Background: an optimization exercise with open tools, aiming at small area. Do not read the settings as production practice.
Function was checked by simulation only, so behaviour that the tests miss may differ from the original.
Power and IR drop assume default switching activity. No driver is modelled on the clock port, so clocking that relies on it looks cheaper here than on a real chip.

== rev 12 ==
==> flow/design.v <==
package dmem_pkg;
  localparam logic [31:0] MMIO_SW_ADDR  = 32'hFFFF_0000;
  localparam logic [31:0] MMIO_HEX_ADDR = 32'hFFFF_0004;
endpackage
module dmem_array (
  input  logic        clk,
  input  logic [15:0] wr_en,
  input  logic [31:0] wdata,
  input  logic [23:0] rsel,
  output logic [31:0] tap
);
  logic [31:0] pos [8][8];
  always_ff @(posedge clk) begin
    for (int r = 0; r < 8; r++) begin
      for (int p = 0; p < 8; p++) begin
        if (p == 0)      pos[r][p] <= ~(wr_en[2*r]   ? wdata : pos[r][7]);
        else if (p == 4) pos[r][p] <= ~(wr_en[2*r+1] ? ~wdata : pos[r][3]);
        else             pos[r][p] <= pos[r][p-1];
      end
    end
  end
  always_comb begin
    tap = '0;
    for (int r = 0; r < 8; r++) begin
      tap = tap | ({32{rsel[3*r]}}   & ~pos[r][0])
                | ({32{rsel[3*r+1]}} & ~pos[r][3])
                | ({32{rsel[3*r+2]}} & pos[r][6]);
    end
  end
endmodule
module dmem_responder (
  input  logic        clk,
  input  logic        reset,
  input  logic        req_valid,
  input  logic        req_we,
  input  logic [31:0] req_addr,
  input  logic [31:0] req_wdata,
  output logic        req_ready,
  output logic        rsp_valid,
  output logic [31:0] rsp_rdata,
  output logic        rsp_err,
  output logic        busy,
  input  logic [3:0]  sw_in,
  output logic [31:0] hex_out
);
  logic [1:0]  state;
  logic [2:0]  ph;
  logic [31:0] st_q;
  logic [5:0]  idx_q;
  logic        wp_q;
  logic        memrd_q, swrd_q, hexrd_q, hexwr_q, err_q;
  logic [31:0] hex_q;
  logic        accept;
  logic        aligned, lo_zero, hi_ones, is_mem, is_sw, is_hex, a_err;
  logic [2:0]  pslot, bslot;
  logic        hit, rd_bus, rd_q;
  logic [15:0] wr_en;
  logic [23:0] rsel;
  logic [31:0] tap;
  logic        cap_io, st_en;
  logic [31:0] st_d;
  assign busy      = state != 2'd0;
  assign req_ready = state == 2'd0;
  assign rsp_valid = state == 2'd3;
  assign rsp_err   = err_q && rsp_valid;
  assign hex_out   = hex_q;
  assign rsp_rdata = st_q & {32{(memrd_q | swrd_q | hexrd_q) && rsp_valid}};
  assign accept = req_valid && state == 2'd0 && reset;
  assign aligned = req_addr[1:0] == 2'b00;
  assign lo_zero = req_addr[31:8] == 24'h0;
  assign hi_ones = req_addr[31:16] == 16'hFFFF && req_addr[15:3] == 13'h0;
  assign is_mem  = aligned && lo_zero;
  assign is_sw   = hi_ones && req_addr[2:0] == 3'b000;
  assign is_hex  = hi_ones && req_addr[2:0] == 3'b100;
  assign a_err   = !(is_mem || is_hex || (is_sw && !req_we));
  always_ff @(posedge clk or negedge reset) begin
    if (!reset) state <= 2'd0;
    else if (state != 2'd0 || accept) state <= state + 2'd1;
  end
  always_ff @(posedge clk) ph <= ph + 3'd1;
  always_ff @(posedge clk) begin
    if (accept) begin
      idx_q   <= req_addr[7:2];
      wp_q    <= is_mem && req_we;
      memrd_q <= is_mem && !req_we;
      swrd_q  <= is_sw && !req_we;
      hexrd_q <= is_hex && !req_we;
      hexwr_q <= is_hex && req_we;
      err_q   <= a_err;
    end
  end
  assign pslot  = idx_q[2:0] + ph;
  assign bslot  = req_addr[4:2] + ph;
  assign hit    = wp_q && idx_q == req_addr[7:2];
  assign rd_bus = accept && is_mem && !req_we && !hit;
  assign rd_q   = memrd_q && state[1] != state[0];
  always_comb begin
    for (int r = 0; r < 8; r++) begin
      wr_en[2*r]   = wp_q && idx_q[5:3] == 3'(r) && pslot == 3'd7;
      wr_en[2*r+1] = wp_q && idx_q[5:3] == 3'(r) && pslot == 3'd3;
      rsel[3*r]    = (rd_bus && req_addr[7:5] == 3'(r) && bslot == 3'd0) ||
                     (rd_q   && idx_q[5:3]    == 3'(r) && pslot == 3'd0);
      rsel[3*r+1]  = (rd_bus && req_addr[7:5] == 3'(r) && bslot == 3'd3) ||
                     (rd_q   && idx_q[5:3]    == 3'(r) && pslot == 3'd3);
      rsel[3*r+2]  = (rd_bus && req_addr[7:5] == 3'(r) && bslot == 3'd6) ||
                     (rd_q   && idx_q[5:3]    == 3'(r) && pslot == 3'd6);
    end
  end
  assign cap_io = state == 2'd2 && (swrd_q || hexrd_q);
  assign st_en  = (accept && !(is_mem && !req_we && hit)) || (|rsel) || cap_io;
  assign st_d   = ({32{accept && !rd_bus}} & req_wdata)
                | tap
                | ({32{cap_io && hexrd_q}} & hex_q)
                | ({32{cap_io && swrd_q}} & {28'b0, sw_in});
  always_ff @(posedge clk) begin
    if (st_en) st_q <= st_d;
  end
  always_ff @(posedge clk or negedge reset) begin
    if (!reset) hex_q <= '0;
    else if (state == 2'd2 && hexwr_q) hex_q <= st_q;
  end
  dmem_array u_array (
    .clk   (clk),
    .wr_en (wr_en),
    .wdata (st_q),
    .rsel  (rsel),
    .tap   (tap)
  );
endmodule
==> flow/config.mk <==
export PLATFORM = sky130hd
export DESIGN_NAME = dmem_responder
export DESIGN_NICKNAME = dmem_responder
export VERILOG_FILES = /design/flow/design.v
export SDC_FILE = /design/flow/constraint.sdc
export NUM_CORES = 4
export LEC_CHECK = 0
export CAP_MARGIN = 0
export CORE_MARGIN = 2
export CORE_UTILIZATION = 65
export CTS_BUF_LIST = sky130_fd_sc_hd__clkbuf_16
export CTS_CLUSTER_DIAMETER = 100
export CTS_CLUSTER_SIZE = 24
export SLEW_MARGIN = 0
export SYNTH_HIERARCHICAL = 1
==> flow/constraint.sdc <==
create_clock -name core_clock -period 5.5 [get_ports {clk}]
set_input_delay 1.1000 -clock core_clock [delete_from_list [all_inputs] [get_ports {clk}]]
set_output_delay 1.1000 -clock core_clock [all_outputs]
set_load 0.01 [all_outputs]
standard.sh (not shown) runs the stock make flow with config.mk's settings and CLKGATE_MAP_FILE= SYNTH_SCRIPT=/design/flow/synth_recipe.tcl, a recipe that flattens the netlist after the stock synthesis.
==> flow/flow/run.sh <==
#!/bin/bash
# Standard ORFS layout (the standard.sh, unchanged synthesis), with two
# changes: clock tree synthesis without dummy loads, and the port buffers
# made with buf_1 instead of the default cell. Each tool's output goes to
# its own log here.
set -euo pipefail
CTS="-sink_clustering_enable -repair_clock_nets -sink_clustering_size 30 -sink_clustering_max_diameter 70 -buf_list sky130_fd_sc_hd__clkbuf_16 -dont_use_dummy_load"
bash standard.sh synth > log_synth.txt 2>&1
bash standard.sh floorplan > log_floorplan.txt 2>&1
BUFFER_PORTS_ARGS="-buffer_cell sky130_fd_sc_hd__buf_1" bash standard.sh place > log_place.txt 2>&1
CTS_ARGS="$CTS" bash standard.sh cts > log_cts.txt 2>&1
bash standard.sh finish > log_finish.txt 2>&1
For rev 13, these inputs were changed with respect to rev 12:
diff --git a/flow/design.v b/flow/design.v
--- a/flow/design.v
+++ b/flow/design.v
@@ -10,23 +10,23 @@
   output logic [31:0] tap
 );
   logic [31:0] pos [8][8];
   always_ff @(posedge clk) begin
     for (int r = 0; r < 8; r++) begin
       for (int p = 0; p < 8; p++) begin
-        if (p == 0)      pos[r][p] <= ~(wr_en[2*r]   ? wdata : pos[r][7]);
-        else if (p == 4) pos[r][p] <= ~(wr_en[2*r+1] ? ~wdata : pos[r][3]);
+        if (p == 0)      pos[r][p] <= wr_en[2*r]   ? wdata : pos[r][7];
+        else if (p == 4) pos[r][p] <= wr_en[2*r+1] ? wdata : pos[r][3];
         else             pos[r][p] <= pos[r][p-1];
       end
     end
   end
   always_comb begin
     tap = '0;
     for (int r = 0; r < 8; r++) begin
-      tap = tap | ({32{rsel[3*r]}}   & ~pos[r][0])
-                | ({32{rsel[3*r+1]}} & ~pos[r][3])
+      tap = tap | ({32{rsel[3*r]}}   & pos[r][0])
+                | ({32{rsel[3*r+1]}} & pos[r][3])
                 | ({32{rsel[3*r+2]}} & pos[r][6]);
     end
   end
 endmodule
 module dmem_responder (
   input  logic        clk,
Notes after the runs:
Maximum frequency of rev 13 falls short of that of rev 12 by a few percent. Rev 13 falls short of rev 12 in final critical-path required period. Between rev 12 and rev 13, the cell count went down. Changes observed in rev 13 relative to rev 12: total power dropped 1.3%, weighted congestion at the end of routability-driven global placement barely changed. Rev 12 vs rev 13, combinational family with the most area after synthesis: compound AO/OA/AOI/OAI gates vs multiplexers.

## what the ideal ports hide
In the flow no input, the clock included, has a driving cell. The finished layouts below were timed again as built, in two steps.
Step 1 sets driving cells, clkbuf_16 on the clock port and buf_2 on the other inputs (assumed; they add their load-dependent delay and slew).
Step 2, shift: input delay + t, output delay - t, t = (earliest + latest rising clock arrival at the registers) / 2. This alone moves slack from input paths to output paths.
Three values: ideal ports, drivers, drivers and shift; two values: the first two.
run	t, ns	slack for setup (ns)	worst hold slack (ns)	worst setup path at the end	clock arrival spread, ns
rev 12	0.706	1.125 / 1.125 / 0.681	0.272 / 0.272 / 0.272	input to register	0.064 / 0.064
rev 13	0.705	0.978 / 0.978 / 0.375	0.295 / 0.295 / 0.295	input to register	0.075 / 0.076
After both steps setup and hold are still met in every run listed. For rev 13, which loses most, drivers alone change the setup slack by 0.000 ns; drivers and shift together by -0.603 ns.
